What follows belongs to an exercise in optimizing a design on an open flow for small area, a short achievable clock period and few clock cycles per item; a production flow would make more cautious choices.
At most, simulation tests tie the RTL to the original design; equivalence was not proved.
No activity file was given, so power comes from the tool's default toggle rates.

Setup of the previous run:
==> module filter_compactor, before the edit <==
module filter_compactor #(
    parameter  int unsigned NUM_ENTRY = preprocess_pkg::NUM_ENTRY_DEFAULT,
    parameter  int unsigned WW        = preprocess_pkg::WW_DEFAULT,
    parameter  int unsigned OW        = preprocess_pkg::OW_DEFAULT,
    localparam int unsigned IW        = $clog2(NUM_ENTRY),
    localparam int unsigned CW        = $clog2(NUM_ENTRY + 1)
) (
    input  logic                    clk,
    input  logic                    reset,
    input  logic                    in_valid,
    output logic                    in_ready,
    input  logic [NUM_ENTRY-1:0]    in_bit,
    input  logic [NUM_ENTRY*WW-1:0] in_weight,
    input  logic [NUM_ENTRY*OW-1:0] in_out,
    input  logic [NUM_ENTRY-1:0]    in_drop,
    output logic                    out_valid,
    input  logic                    out_ready,
    output logic                    out_bit,
    output logic [WW-1:0]           out_weight,
    output logic [OW-1:0]           out_out,
    output logic [IW-1:0]           out_index,
    output logic                    out_last,
    output logic [CW-1:0]           kept_count,
    output logic                    frame_empty
);
    localparam int unsigned DW = 1 + WW + OW;               
    localparam int unsigned EW = DW + IW + 1;               
    localparam int unsigned GA  = 4;
    localparam int unsigned NA  = (NUM_ENTRY + GA - 1) / GA;   
    localparam int unsigned AW  = $clog2(GA + 1);
    localparam int unsigned GB  = 3;
    localparam int unsigned NB  = (NA + GB - 1) / GB;          
    localparam int unsigned BW  = $clog2(GA * GB + 1);
    logic [NUM_ENTRY-1:0]  keep;
    logic                  all_drop;
    logic [NA-1:0][AW-1:0] cnt_a_d, cnt_a;
    logic [NB-1:0][BW-1:0] cnt_b_d, cnt_b;
    logic [CW-1:0]         cnt;            
    logic                  cnt_le1;        
    logic [NB-1:0]         b_lsb;
    logic                  b_big, b_two;
    logic                  held;           
    logic                  drop_pre;       
    always_comb begin
        keep     = ~in_drop;
        all_drop = &in_drop;
        for (int g = 0; g < NA; g++) begin
            cnt_a_d[g] = '0;
            for (int j = 0; j < GA; j++) begin
                if (g * GA + j < NUM_ENTRY) cnt_a_d[g] = cnt_a_d[g] + AW'(keep[g*GA+j]);
            end
        end
        for (int g = 0; g < NB; g++) begin
            cnt_b_d[g] = '0;
            for (int j = 0; j < GB; j++) begin
                if (g * GB + j < NA) cnt_b_d[g] = cnt_b_d[g] + BW'(cnt_a[g*GB+j]);
            end
        end
        cnt   = '0;
        b_big = 1'b0;
        b_two = 1'b0;
        for (int g = 0; g < NB; g++) begin
            cnt      = cnt + CW'(cnt_b[g]);
            b_lsb[g] = cnt_b[g][0];
            b_big    = b_big | (|cnt_b[g][BW-1:1]);
        end
        for (int g = 0; g < NB; g++) begin
            for (int h = g + 1; h < NB; h++) begin
                b_two = b_two | (b_lsb[g] & b_lsb[h]);
            end
        end
        cnt_le1 = ~b_big & ~b_two;
    end
    always_ff @(posedge clk) begin
        drop_pre <= all_drop;
        cnt_a <= cnt_a_d;
        cnt_b <= cnt_b_d;
    end
    logic [NUM_ENTRY-1:0]    bit_q;
    logic [NUM_ENTRY*WW-1:0] weight_q;
    logic [NUM_ENTRY*OW-1:0] out_q;
    logic [NUM_ENTRY-1:0]    sel_q;        
    logic [NUM_ENTRY-1:0]    mask;         
    logic                    pend;         
    logic                    mask_zero;    
    logic [CW-1:0]           rem;          
    logic                    ld;           
    logic [NUM_ENTRY-1:0] in_first, first_pre;
    logic [NUM_ENTRY-1:0] m_first, m_rest;
    first_one_finder #(.N(NUM_ENTRY)) u_in_finder (
        .vec(keep), .first(in_first), .rest(), .le1()
    );
    always_ff @(posedge clk) begin
        first_pre <= in_first;
    end
    first_one_finder #(.N(NUM_ENTRY)) u_mask_finder (
        .vec(mask), .first(m_first), .rest(m_rest), .le1()
    );
    always_ff @(posedge clk) begin
        if (ld) begin
            bit_q    <= in_bit;
            weight_q <= in_weight;
            out_q    <= in_out;
        end
    end
    logic          sv;                     
    logic [EW-1:0] skid;
    logic          push;                   
    logic [EW-1:0] pushed;
    logic [DW-1:0] p_data;
    logic [IW-1:0] p_idx;
    logic          out_free;               
    always_comb begin
        push     = pend & ~sv;
        out_free = ~out_valid | out_ready;
        p_data   = '0;
        p_idx    = '0;
        for (int i = 0; i < NUM_ENTRY; i++) begin
            p_data = p_data | ({DW{sel_q[i]}} &
                     {bit_q[i], weight_q[i*WW +: WW], out_q[i*OW +: OW]});
            p_idx  = p_idx | (sel_q[i] ? IW'(i) : IW'(0));
        end
        pushed = {p_data, p_idx, mask_zero};
    end
    logic [EW-1:0] out_cur, out_nxt;
    always_comb begin
        out_cur = {out_bit, out_weight, out_out, out_index, out_last};
        out_nxt = ({EW{out_free &  sv}} & skid) |
                  ({EW{out_free & ~sv}} & pushed) |
                  ({EW{~out_free}}      & out_cur);
    end
    always_ff @(posedge clk) begin
        {out_bit, out_weight, out_out, out_index, out_last} <= out_nxt;
        skid <= ({EW{push & ~out_free}}    & pushed) |
                ({EW{~(push & ~out_free)}} & skid);
    end
    logic acc, acc_full;
    logic pend_d, mask_zero_d, sv_d, ld_d;
    logic [CW-1:0] rem_d;
    always_comb begin
        acc      = in_valid & in_ready;
        acc_full = acc & ld;
        sv_d = sv ? ~out_free : (push & ~out_free);
        if (acc_full) begin
            pend_d      = ~drop_pre;
            rem_d       = cnt;
            mask_zero_d = cnt_le1;
        end else if (push) begin
            pend_d      = ~mask_zero;
            rem_d       = rem - CW'(1);
            mask_zero_d = (rem == CW'(2));
        end else begin
            pend_d      = pend;
            rem_d       = rem;
            mask_zero_d = mask_zero;
        end
        ld_d = ~pend_d | (~sv_d & mask_zero_d);
    end
    always_ff @(posedge clk) begin
        sel_q <= ({NUM_ENTRY{ld}}          & first_pre) |
                 ({NUM_ENTRY{~ld &  push}} & m_first) |
                 ({NUM_ENTRY{~ld & ~push}} & sel_q);
        mask  <= ({NUM_ENTRY{ld}}          & keep & ~first_pre) |
                 ({NUM_ENTRY{~ld &  push}} & m_rest) |
                 ({NUM_ENTRY{~ld & ~push}} & mask);
        mask_zero <= mask_zero_d;
        rem       <= rem_d;
    end
    always_ff @(posedge clk or posedge reset) begin
        if (reset) begin
            pend        <= 1'b0;
            sv          <= 1'b0;
            ld          <= 1'b1;
            in_ready    <= 1'b0;
            held        <= 1'b0;
            out_valid   <= 1'b0;
            kept_count  <= '0;
            frame_empty <= 1'b0;
        end else begin
            pend        <= pend_d;
            sv          <= sv_d;
            ld          <= ld_d;
            held        <= in_valid & ~acc;
            in_ready    <= in_valid & ~acc & ((held & ld_d) | all_drop);
            if (out_free) out_valid <= sv | push;
            if (acc) kept_count <= drop_pre ? '0 : cnt;
            frame_empty <= acc & drop_pre;
        end
    end
endmodule
==> flow/config.mk <==
export PLATFORM = sky130hd
export DESIGN_NAME = filter_compactor
export DESIGN_NICKNAME = filter_compactor
export VERILOG_FILES = /design/flow/design.v
export SDC_FILE = /design/flow/constraint.sdc
export NUM_CORES = 4
export LEC_CHECK = 0
export CAP_MARGIN = 20
export CORE_MARGIN = 2
export CORE_UTILIZATION = 65
export CTS_CLUSTER_DIAMETER = 100
export CTS_CLUSTER_SIZE = 30
export PLACE_DENSITY = 0.75
export SETUP_SLACK_MARGIN = 3.7
export SLEW_MARGIN = 20
==> flow/constraint.sdc <==
create_clock -name core_clock -period 6.0 [get_ports {clk}]
set_input_delay 1.2000 -clock core_clock [delete_from_list [all_inputs] [get_ports {clk}]]
set_output_delay 1.2000 -clock core_clock [all_outputs]
set_load 0.01 [all_outputs]
standard.sh (not shown) runs the stock make flow with config.mk's settings and CLKGATE_MAP_FILE= SYNTH_SCRIPT=/design/flow/synth_recipe.tcl, a recipe that flattens the netlist after the stock synthesis.
==> flow/flow/run.sh <==
#!/bin/bash
# Layout flow: the standard ORFS flow (standard.sh) unchanged, except that
# the port buffers are the smallest buffer cell (buf_1) instead of the cell
# buffer_ports picks by default. Every input and output still gets a buffer.
# The full output of the flow goes to standard.log in the work folder; ORFS
# keeps each step's own log under orfs/logs/.
set -euo pipefail
bash standard.sh finish "BUFFER_PORTS_ARGS=-buffer_cell sky130_fd_sc_hd__buf_1" > standard.log 2>&1
Testbench counts of the previous run, summed over its fixed seeds: cycles 29,335, items 29,100.
Here is what was changed in the inputs of the current run compared with the previous run.
-- flow/design.v --
<<< the previous run, line 60
    localparam int unsigned DW = 1 + WW + OW;               
    localparam int unsigned EW = DW + IW + 1;               
    localparam int unsigned GA  = 4;
    localparam int unsigned NA  = (NUM_ENTRY + GA - 1) / GA;   
    localparam int unsigned AW  = $clog2(GA + 1);
>>> the current run, line 60
    localparam int unsigned DW = 1 + WW + OW;               
    localparam int unsigned EW = DW + IW + 1;               
    localparam int unsigned GA  = 6;
    localparam int unsigned NA  = (NUM_ENTRY + GA - 1) / GA;   
    localparam int unsigned AW  = $clog2(GA + 1);
## What came out
- The current run reports a higher final standard cell utilization of the core than the previous run does.
- Aggregate routed wire length is higher on the previous run
- Taking the previous run as the reference, in the current run fraction of the mapped netlist area in adder cells went down by 0.46 points, number of antenna violations at the first check in global routing grew by 11, sequential cell count saw a decrease, shortest clock period the worst path allows after layout up 0.16 ns.
- Post-route worst setup slack ended up 0.16 ns lower on the current run than on the previous run.
- The current run -> the previous run: compound-cell area share of the yosys netlist flat
- Highest achievable clock rate is lower on the current run
- Smallest hold slack: the current run > the previous run
- Compare the current run and the previous run | clock-buffer cell count higher: the previous run
- A commonest non-fill, non-tap cell in the layout of sky130_fd_sc_hd__buf_1 is what the previous run shows, while sky130_fd_sc_hd__edfxtp_1 belongs to the current run.
- The current run and the previous run ended up with nearly the same share of synthesized registers carrying an async set or reset.
- A timing startpoint of the critical path of in_ready$_DFF_PP0_ is what the previous run shows, while in_drop[33] belongs to the current run.
- Diff the previous run -> the current run | portion of total power attributed to combinational logic | increase of 3.4 points
Only the layout flow was run in the current run; the RTL was not checked for function there.


Setup of run E:
Another version of the RTL of filter_compactor (not shown whole).
Size: ~1,700 cells after synthesis, about 650 flip-flops, ~24,000 um^2 of cells after synthesis.
==> module filter_compactor, before the edit <==
module filter_compactor #(
    parameter  int unsigned NUM_ENTRY = preprocess_pkg::NUM_ENTRY_DEFAULT,
    parameter  int unsigned WW        = preprocess_pkg::WW_DEFAULT,
    parameter  int unsigned OW        = preprocess_pkg::OW_DEFAULT,
    localparam int unsigned IW        = $clog2(NUM_ENTRY),
    localparam int unsigned CW        = $clog2(NUM_ENTRY + 1)
) (
    input  logic                    clk,
    input  logic                    reset,
    input  logic                    in_valid,
    output logic                    in_ready,
    input  logic [NUM_ENTRY-1:0]    in_bit,
    input  logic [NUM_ENTRY*WW-1:0] in_weight,
    input  logic [NUM_ENTRY*OW-1:0] in_out,
    input  logic [NUM_ENTRY-1:0]    in_drop,
    output logic                    out_valid,
    input  logic                    out_ready,
    output logic                    out_bit,
    output logic [WW-1:0]           out_weight,
    output logic [OW-1:0]           out_out,
    output logic [IW-1:0]           out_index,
    output logic                    out_last,
    output logic [CW-1:0]           kept_count,
    output logic                    frame_empty
);
    localparam int unsigned DW = 1 + WW + OW;               
    localparam int unsigned EW = DW + IW + 1;               
    localparam int unsigned GA  = 4;
    localparam int unsigned NA  = (NUM_ENTRY + GA - 1) / GA;   
    localparam int unsigned AW  = $clog2(GA + 1);
    localparam int unsigned GB  = 3;
    localparam int unsigned NB  = (NA + GB - 1) / GB;          
    localparam int unsigned BW  = $clog2(GA * GB + 1);
    logic [NUM_ENTRY-1:0]  keep;
    logic                  all_drop;
    logic [NA-1:0][AW-1:0] cnt_a_d, cnt_a;
    logic [NB-1:0][BW-1:0] cnt_b_d, cnt_b;
    logic [CW-1:0]         cnt_c_d, cnt_c;
    logic                  cnt_le1;        
    logic [1:0]            held;           
    logic                  drop_pre;       
    always_comb begin
        keep     = ~in_drop;
        all_drop = &in_drop;
        for (int g = 0; g < NA; g++) begin
            cnt_a_d[g] = '0;
            for (int j = 0; j < GA; j++) begin
                if (g * GA + j < NUM_ENTRY) cnt_a_d[g] = cnt_a_d[g] + AW'(keep[g*GA+j]);
            end
        end
        for (int g = 0; g < NB; g++) begin
            cnt_b_d[g] = '0;
            for (int j = 0; j < GB; j++) begin
                if (g * GB + j < NA) cnt_b_d[g] = cnt_b_d[g] + BW'(cnt_a[g*GB+j]);
            end
        end
        cnt_c_d = '0;
        for (int g = 0; g < NB; g++) begin
            cnt_c_d = cnt_c_d + CW'(cnt_b[g]);
        end
        cnt_le1 = ~|cnt_c[CW-1:1];
    end
    always_ff @(posedge clk) begin
        drop_pre <= all_drop;
        cnt_a <= cnt_a_d;
        cnt_b <= cnt_b_d;
        cnt_c <= cnt_c_d;
    end
    logic [NUM_ENTRY-1:0]    bit_q;
    logic [NUM_ENTRY*WW-1:0] weight_q;
    logic [NUM_ENTRY*OW-1:0] out_q;
    logic [NUM_ENTRY-1:0]    sel_q;        
    logic [NUM_ENTRY-1:0]    mask;         
    logic                    pend;         
    logic                    mask_zero;    
    logic [CW-1:0]           rem;          
    logic                    ld;           
    logic [NUM_ENTRY-1:0] in_first, first_pre;
    logic [NUM_ENTRY-1:0] m_first, m_rest;
    first_one_finder #(.N(NUM_ENTRY)) u_in_finder (
        .vec(keep), .first(in_first), .rest(), .le1()
    );
    always_ff @(posedge clk) begin
        first_pre <= in_first;
    end
    first_one_finder #(.N(NUM_ENTRY)) u_mask_finder (
        .vec(mask), .first(m_first), .rest(m_rest), .le1()
    );
    always_ff @(posedge clk) begin
        if (ld) begin
            bit_q    <= in_bit;
            weight_q <= in_weight;
            out_q    <= in_out;
        end
    end
    logic          sv;                     
    logic [EW-1:0] skid;
    logic          push;                   
    logic [EW-1:0] pushed;
    logic [DW-1:0] p_data;
    logic [IW-1:0] p_idx;
    logic          out_free;               
    always_comb begin
        push     = pend & ~sv;
        out_free = ~out_valid | out_ready;
        p_data   = '0;
        p_idx    = '0;
        for (int i = 0; i < NUM_ENTRY; i++) begin
            p_data = p_data | ({DW{sel_q[i]}} &
                     {bit_q[i], weight_q[i*WW +: WW], out_q[i*OW +: OW]});
            p_idx  = p_idx | (sel_q[i] ? IW'(i) : IW'(0));
        end
        pushed = {p_data, p_idx, mask_zero};
    end
    logic [EW-1:0] out_cur, out_nxt;
    always_comb begin
        out_cur = {out_bit, out_weight, out_out, out_index, out_last};
        out_nxt = ({EW{out_free &  sv}} & skid) |
                  ({EW{out_free & ~sv}} & pushed) |
                  ({EW{~out_free}}      & out_cur);
    end
    always_ff @(posedge clk) begin
        {out_bit, out_weight, out_out, out_index, out_last} <= out_nxt;
        if (push & ~out_free) begin
            skid <= pushed;
        end
    end
    logic acc, acc_full;
    logic pend_d, mask_zero_d, sv_d, ld_d;
    logic [CW-1:0] rem_d;
    always_comb begin
        acc      = in_valid & in_ready;
        acc_full = acc & ld;
        sv_d = sv ? ~out_free : (push & ~out_free);
        if (acc_full) begin
            pend_d      = ~drop_pre;
            rem_d       = cnt_c - CW'(1);
            mask_zero_d = cnt_le1;
        end else if (push) begin
            pend_d      = ~mask_zero;
            rem_d       = rem - CW'(1);
            mask_zero_d = (rem == CW'(1));
        end else begin
            pend_d      = pend;
            rem_d       = rem;
            mask_zero_d = mask_zero;
        end
        ld_d = ~pend_d | (~sv_d & mask_zero_d);
    end
    always_ff @(posedge clk) begin
        sel_q <= ({NUM_ENTRY{ld}}          & first_pre) |
                 ({NUM_ENTRY{~ld &  push}} & m_first) |
                 ({NUM_ENTRY{~ld & ~push}} & sel_q);
        mask  <= ({NUM_ENTRY{ld}}          & keep & ~first_pre) |
                 ({NUM_ENTRY{~ld &  push}} & m_rest) |
                 ({NUM_ENTRY{~ld & ~push}} & mask);
        mask_zero <= mask_zero_d;
        rem       <= rem_d;
    end
    always_ff @(posedge clk or posedge reset) begin
        if (reset) begin
            pend        <= 1'b0;
            sv          <= 1'b0;
            ld          <= 1'b1;
            in_ready    <= 1'b0;
            held        <= '0;
            out_valid   <= 1'b0;
            kept_count  <= '0;
            frame_empty <= 1'b0;
        end else begin
            pend        <= pend_d;
            sv          <= sv_d;
            ld          <= ld_d;
            held        <= (in_valid & ~acc) ? ((held == 2'd3) ? 2'd3 : held + 2'd1) : 2'd0;
            in_ready    <= in_valid & ~acc & ((held >= 2'd2 & ld_d) | all_drop);
            if (out_free) out_valid <= sv | push;
            if (acc) kept_count <= drop_pre ? '0 : cnt_c;
            frame_empty <= acc & drop_pre;
        end
    end
endmodule
Settings: LEC_CHECK=0, CAP_MARGIN=20, CORE_MARGIN=2, CORE_UTILIZATION=55, CTS_CLUSTER_DIAMETER=100, CTS_CLUSTER_SIZE=30, SETUP_SLACK_MARGIN=3.6, SLEW_MARGIN=20; clock period 6.0 ns.
Scripts as last shown in full above: flow/flow/run.sh
--- input diff run E..run C ---
-- flow/design.v --
<<< run E, line 70
    logic [NA-1:0][AW-1:0] cnt_a_d, cnt_a;
    logic [NB-1:0][BW-1:0] cnt_b_d, cnt_b;
    logic [CW-1:0]         cnt_c_d, cnt_c;
    logic                  cnt_le1;        
    logic [1:0]            held;           
    logic                  drop_pre;       
    always_comb begin
>>> run C, line 70
    logic [NA-1:0][AW-1:0] cnt_a_d, cnt_a;
    logic [NB-1:0][BW-1:0] cnt_b_d, cnt_b;
    logic [CW-1:0]         cnt;            
    logic                  cnt_le1;        
    logic [NB-1:0]         b_lsb;
    logic                  b_big, b_two;
    logic                  held;           
    logic                  drop_pre;       
    always_comb begin
<<< run E, line 89
            end
        end
        cnt_c_d = '0;
        for (int g = 0; g < NB; g++) begin
            cnt_c_d = cnt_c_d + CW'(cnt_b[g]);
        end
        cnt_le1 = ~|cnt_c[CW-1:1];
    end
    always_ff @(posedge clk) begin
>>> run C, line 91
            end
        end
        cnt   = '0;
        b_big = 1'b0;
        b_two = 1'b0;
        for (int g = 0; g < NB; g++) begin
            cnt      = cnt + CW'(cnt_b[g]);
            b_lsb[g] = cnt_b[g][0];
            b_big    = b_big | (|cnt_b[g][BW-1:1]);
        end
        for (int g = 0; g < NB; g++) begin
            for (int h = g + 1; h < NB; h++) begin
                b_two = b_two | (b_lsb[g] & b_lsb[h]);
            end
        end
        cnt_le1 = ~b_big & ~b_two;
    end
    always_ff @(posedge clk) begin
<<< run E, line 99
        cnt_a <= cnt_a_d;
        cnt_b <= cnt_b_d;
        cnt_c <= cnt_c_d;
    end
    logic [NUM_ENTRY-1:0]    bit_q;
>>> run C, line 110
        cnt_a <= cnt_a_d;
        cnt_b <= cnt_b_d;
    end
    logic [NUM_ENTRY-1:0]    bit_q;
<<< run E, line 156
    always_ff @(posedge clk) begin
        {out_bit, out_weight, out_out, out_index, out_last} <= out_nxt;
        if (push & ~out_free) begin
            skid <= pushed;
        end
    end
    logic acc, acc_full;
>>> run C, line 166
    always_ff @(posedge clk) begin
        {out_bit, out_weight, out_out, out_index, out_last} <= out_nxt;
        skid <= ({EW{push & ~out_free}}    & pushed) |
                ({EW{~(push & ~out_free)}} & skid);
    end
    logic acc, acc_full;
<<< run E, line 169
        if (acc_full) begin
            pend_d      = ~drop_pre;
            rem_d       = cnt_c - CW'(1);
            mask_zero_d = cnt_le1;
        end else if (push) begin
            pend_d      = ~mask_zero;
            rem_d       = rem - CW'(1);
            mask_zero_d = (rem == CW'(1));
        end else begin
            pend_d      = pend;
>>> run C, line 178
        if (acc_full) begin
            pend_d      = ~drop_pre;
            rem_d       = cnt;
            mask_zero_d = cnt_le1;
        end else if (push) begin
            pend_d      = ~mask_zero;
            rem_d       = rem - CW'(1);
            mask_zero_d = (rem == CW'(2));
        end else begin
            pend_d      = pend;
<<< run E, line 198
            ld          <= 1'b1;
            in_ready    <= 1'b0;
            held        <= '0;
            out_valid   <= 1'b0;
            kept_count  <= '0;
>>> run C, line 207
            ld          <= 1'b1;
            in_ready    <= 1'b0;
            held        <= 1'b0;
            out_valid   <= 1'b0;
            kept_count  <= '0;
<<< run E, line 206
            sv          <= sv_d;
            ld          <= ld_d;
            held        <= (in_valid & ~acc) ? ((held == 2'd3) ? 2'd3 : held + 2'd1) : 2'd0;
            in_ready    <= in_valid & ~acc & ((held >= 2'd2 & ld_d) | all_drop);
            if (out_free) out_valid <= sv | push;
            if (acc) kept_count <= drop_pre ? '0 : cnt_c;
            frame_empty <= acc & drop_pre;
        end
>>> run C, line 215
            sv          <= sv_d;
            ld          <= ld_d;
            held        <= in_valid & ~acc;
            in_ready    <= in_valid & ~acc & ((held & ld_d) | all_drop);
            if (out_free) out_valid <= sv | push;
            if (acc) kept_count <= drop_pre ? '0 : cnt;
            frame_empty <= acc & drop_pre;
        end
Looking at highest clock frequency the design can meet, run C sits above run E. | count of non-CTS inverters in the layout | run C vs run E | 8.0% lower |. Going from run E to run C, synthesized area decreased 190 um^2, largest net degree at the start of global routing increased about 1.6%. Multiplexer area fraction after synthesis across run E and run C: no real change. The wire length on run E is in line with that on run C. Detailed-placement wirelength estimate for run C: 1100 um up relative to run E. The standard cells in run C occupy less silicon area than those in run E do. Changes observed in run C relative to run E: number of remaining DRC errors shows no meaningful change, combinational cell fraction of total power decreased 1.2 points, post-synthesis net count now sits higher. Run C was carried through to the last stage, and its layout satisfied the timing, design-rule and antenna checks. Run C -> run E: fraction of area in multi-input gates flat.
Testbench counts of run C, summed over its fixed seeds: cycles 29,335, items 29,100.
The RTL of run E was laid out without a check of its function.

port drivers added, routing unchanged:
No port has a modelled driver above. Below, the same layouts with a new extraction and two added sets of constraints.
Step 1: set_driving_cell puts a clkbuf_16 on clk and a buf_2 on each other input, an assumption about the parent block.
Step 2 times the ports against the registers' clock, not the clock port: input delays grow and output delays shrink by t, the midpoint of the rising clock arrivals with the driver on.
Three values: ideal, step 1, step 2; two values: the first two.
run	shift t [ns]	setup slack, ns	worst setup path after step 2	latest minus earliest clock arrival (ns)
the previous run	0.641	3.647 / 3.589 / 3.215	input to register	0.037 / 0.037
the current run	0.629	3.485 / 3.504 / 2.874	input to register	0.014 / 0.013
run E	0.666	3.605 / 3.546 / 3.104	input to register	0.032 / 0.032
run C	0.665	3.629 / 3.580 / 3.141	input to register	0.037 / 0.036
After both steps every run listed still meets setup and hold. For the current run, which loses most, drivers alone change the setup slack by +0.019 ns; drivers and shift together by -0.611 ns.
